This is an optimization exercise on Yosys and OpenROAD, whose aim is small area, not a production implementation. In this exercise RTL edits were held to simulation tests only and were not proved equivalent to the original. The flow treats the clock pin as an ideal source, which a real chip does not have.

==> inputs of trial 44 <==
## cpu_gregs_mp
module cpu_gregs_mp (
    input  logic        clk,
    input  logic        rst_n,
    input  logic [9:0]  rs_idx,
    output logic [63:0] rs_dat,
    output logic [1:0]  rs_busy,
    input  logic [1:0]  rd_wen,
    input  logic [9:0]  rd_idx,
    input  logic [63:0] rd_dat,
    input  logic        mark_en,
    input  logic [4:0]  mark_idx,
    input  logic        flush
);
==> flow/config.mk <==
export PLATFORM = sky130hd
export DESIGN_NAME = cpu_gregs_mp
export DESIGN_NICKNAME = cpu_gregs_mp
export VERILOG_FILES = /design/flow/design.v
export SDC_FILE = /design/flow/constraint.sdc
export NUM_CORES = 8
export LEC_CHECK = 0
export CAP_MARGIN = 5
export CELL_PAD_IN_SITES_DETAIL_PLACEMENT = 1
export CELL_PAD_IN_SITES_GLOBAL_PLACEMENT = 1
export CORE_MARGIN = 2
export CORE_UTILIZATION = 30
export PLACE_DENSITY = 0.45
export SETUP_SLACK_MARGIN = 0.2
export SLEW_MARGIN = 5
export SYNTH_HIERARCHICAL = 1
==> flow/constraint.sdc <==
create_clock -name core_clock -period 5.0 [get_ports {clk}]
set_input_delay 1.0000 -clock core_clock [delete_from_list [all_inputs] [get_ports {clk}]]
set_output_delay 1.0000 -clock core_clock [all_outputs]
set_load 0.01 [all_outputs]
standard.sh (not shown) runs the stock make flow with config.mk's settings and CLKGATE_MAP_FILE= SYNTH_SCRIPT=/design/flow/synth_recipe.tcl, a recipe that flattens the netlist after the stock synthesis.
==> flow/flow/run.sh <==
#!/bin/bash
# Standard ORFS layout (the standard.sh, standard synthesis unchanged) with
# a lighter clock tree (no dummy loads; after CTS each leaf clock buffer is sized
# to the smallest clkbuf that keeps its flip-flop clock pins under the slew
# target, see post_cts.tcl), the smallest buffer on each port, and timing-driven
# placement keeping its resizer changes only once the placement has spread out
# (overflow below 0.2). Each tool's full output stays in orfs/logs/; the make
# output goes to standard.log.
set -uo pipefail
HERE=$(pwd)
bash standard.sh \
  "CTS_ARGS=-sink_clustering_enable -repair_clock_nets -dont_use_dummy_load -buf_list {sky130_fd_sc_hd__clkbuf_4 sky130_fd_sc_hd__clkbuf_8} -root_buf sky130_fd_sc_hd__clkbuf_16 -sink_clustering_size 16 -sink_clustering_max_diameter 60" \
  "BUFFER_PORTS_ARGS=-buffer_cell sky130_fd_sc_hd__buf_1" \
  GPL_KEEP_OVERFLOW=0.2 \
  POST_CTS_TCL=$HERE/flow/post_cts.tcl \
  finish > standard.log 2>&1
==> flow/flow/post_cts.tcl <==
# Size each leaf clock buffer to the smallest clkbuf that keeps its flip-flop
# clock pins below the slew target (the largest one if none does); the tree's
# structure is unchanged. Then legalize the placement again.
set clk_slew_target 0.115
set clk_sizes {sky130_fd_sc_hd__clkbuf_2 sky130_fd_sc_hd__clkbuf_4 sky130_fd_sc_hd__clkbuf_8 sky130_fd_sc_hd__clkbuf_16}
estimate_parasitics -placement
proc leaf_sink_slew {inst} {
  set mx 0.0
  set out [get_pins -of_objects [get_cells $inst] -filter "direction == output"]
  foreach p [get_pins -of_objects [get_nets -of_objects $out] -filter "direction == input"] {
    foreach rf {rise fall} {
      set s [get_property $p slew_max_${rf}]
      if {$s > $mx} {set mx $s}
    }
  }
  return $mx
}
set n_changed 0
foreach inst [get_cells clkbuf_leaf_*] {
  set name [get_full_name $inst]
  set orig [get_full_name [get_lib_cells -of_objects $inst]]
  regsub {.*/} $orig {} orig
  set chosen [lindex $clk_sizes end]
  foreach m $clk_sizes {
    replace_cell $name $m
    if {[leaf_sink_slew $name] <= $clk_slew_target} { set chosen $m; break }
  }
  replace_cell $name $chosen
  if {$chosen ne $orig} { incr n_changed }
}
puts "post_cts: resized $n_changed leaf clock buffers"
detailed_placement
check_placement -verbose
==> build 69: changes against trial 44 <==
==> flow/flow/run.sh (replaced) <==
#!/bin/bash
# Standard ORFS layout (the standard.sh, standard synthesis unchanged) with
# a lighter clock tree (no dummy loads, clkbuf_8 leaves) and the smallest
# buffer on each port. Each tool's full output stays in orfs/logs/; the make
# output goes to standard.log.
set -uo pipefail
bash standard.sh \
  "CTS_ARGS=-sink_clustering_enable -repair_clock_nets -dont_use_dummy_load -buf_list {sky130_fd_sc_hd__clkbuf_4 sky130_fd_sc_hd__clkbuf_8} -root_buf sky130_fd_sc_hd__clkbuf_16 -sink_clustering_size 16 -sink_clustering_max_diameter 60" \
  "BUFFER_PORTS_ARGS=-buffer_cell sky130_fd_sc_hd__buf_1" \
  finish > standard.log 2>&1
Settings changed: SETUP_SLACK_MARGIN 0.2 to not set.
removed: flow/flow/post_cts.tcl
==> flow_summary.toml <==
[layout]
sh_seq_area_pct = 40.7
num-nonclk-buffers = 368
clk_share_pct = 2.60
final_cell_area_sq_mm = 0.0531
nonClkBufAreaFrac_pct = 4.37

[sta]
worst_pin_slew_ps = 1370

[cts]
insertion_delay_ps = 720

[drt]
vias = 53100

[outcome]
status = "timing/DRC/antenna clean"

[critical_path]
cpPeakStageDelay_ps = 750
crit_fanout = 21

[placement]
preCtsSetupSlack_ps = 760
# the run above: trial 44

==> flow_summary.toml <==
[placement]
place_area_sq_mm = 0.0520
preCtsSetupSlack_ps = 721

[outcome]
status = "failed layout checks"
violations = "negative setup slack"

[layout]
largest_reg_flops = 992
nonClkBufAreaFrac_pct = 5.08
num-nonclk-buffers = 410
final_cell_area_sq_mm = 0.0539
clk_share_pct = 3.52

[critical_path]
crit_fanout = 17
cpPeakStageDelay_ps = 670

[floorplan]
tapcell.inserted = 2160

[drt]
vias = 53500

[sta]
setup_viol = 1
worst_slack_ps = -6.38

[cts]
insertion_delay_ps = 740

[global_routing]
busiest_layer = "met2"
# the run above: build 69

==> re-timing with driven ports <==
The flow's constraints put no driver on any port. The routed layouts listed below were extracted and timed again, unchanged, in two steps. Step 1, drivers: a clkbuf_16 drives clk and a buf_2 each remaining input, both assumed. Step 2 also shifts input and output timing later by t, the mid clock arrival at the registers, as if the neighbouring blocks saw the same clock. Three values: ideal, step 1, step 2; two values: the first two.
run | t (ns) | setup WS [ns] | worst setup path at the end | cell pins on the clock port's net
trial 44 | 0.807 | 0.206 / 0.119 / 0.505 | input to register | 1
build 69 | 0.815 | -0.006 / -0.092 / 0.723 | register to output | 1
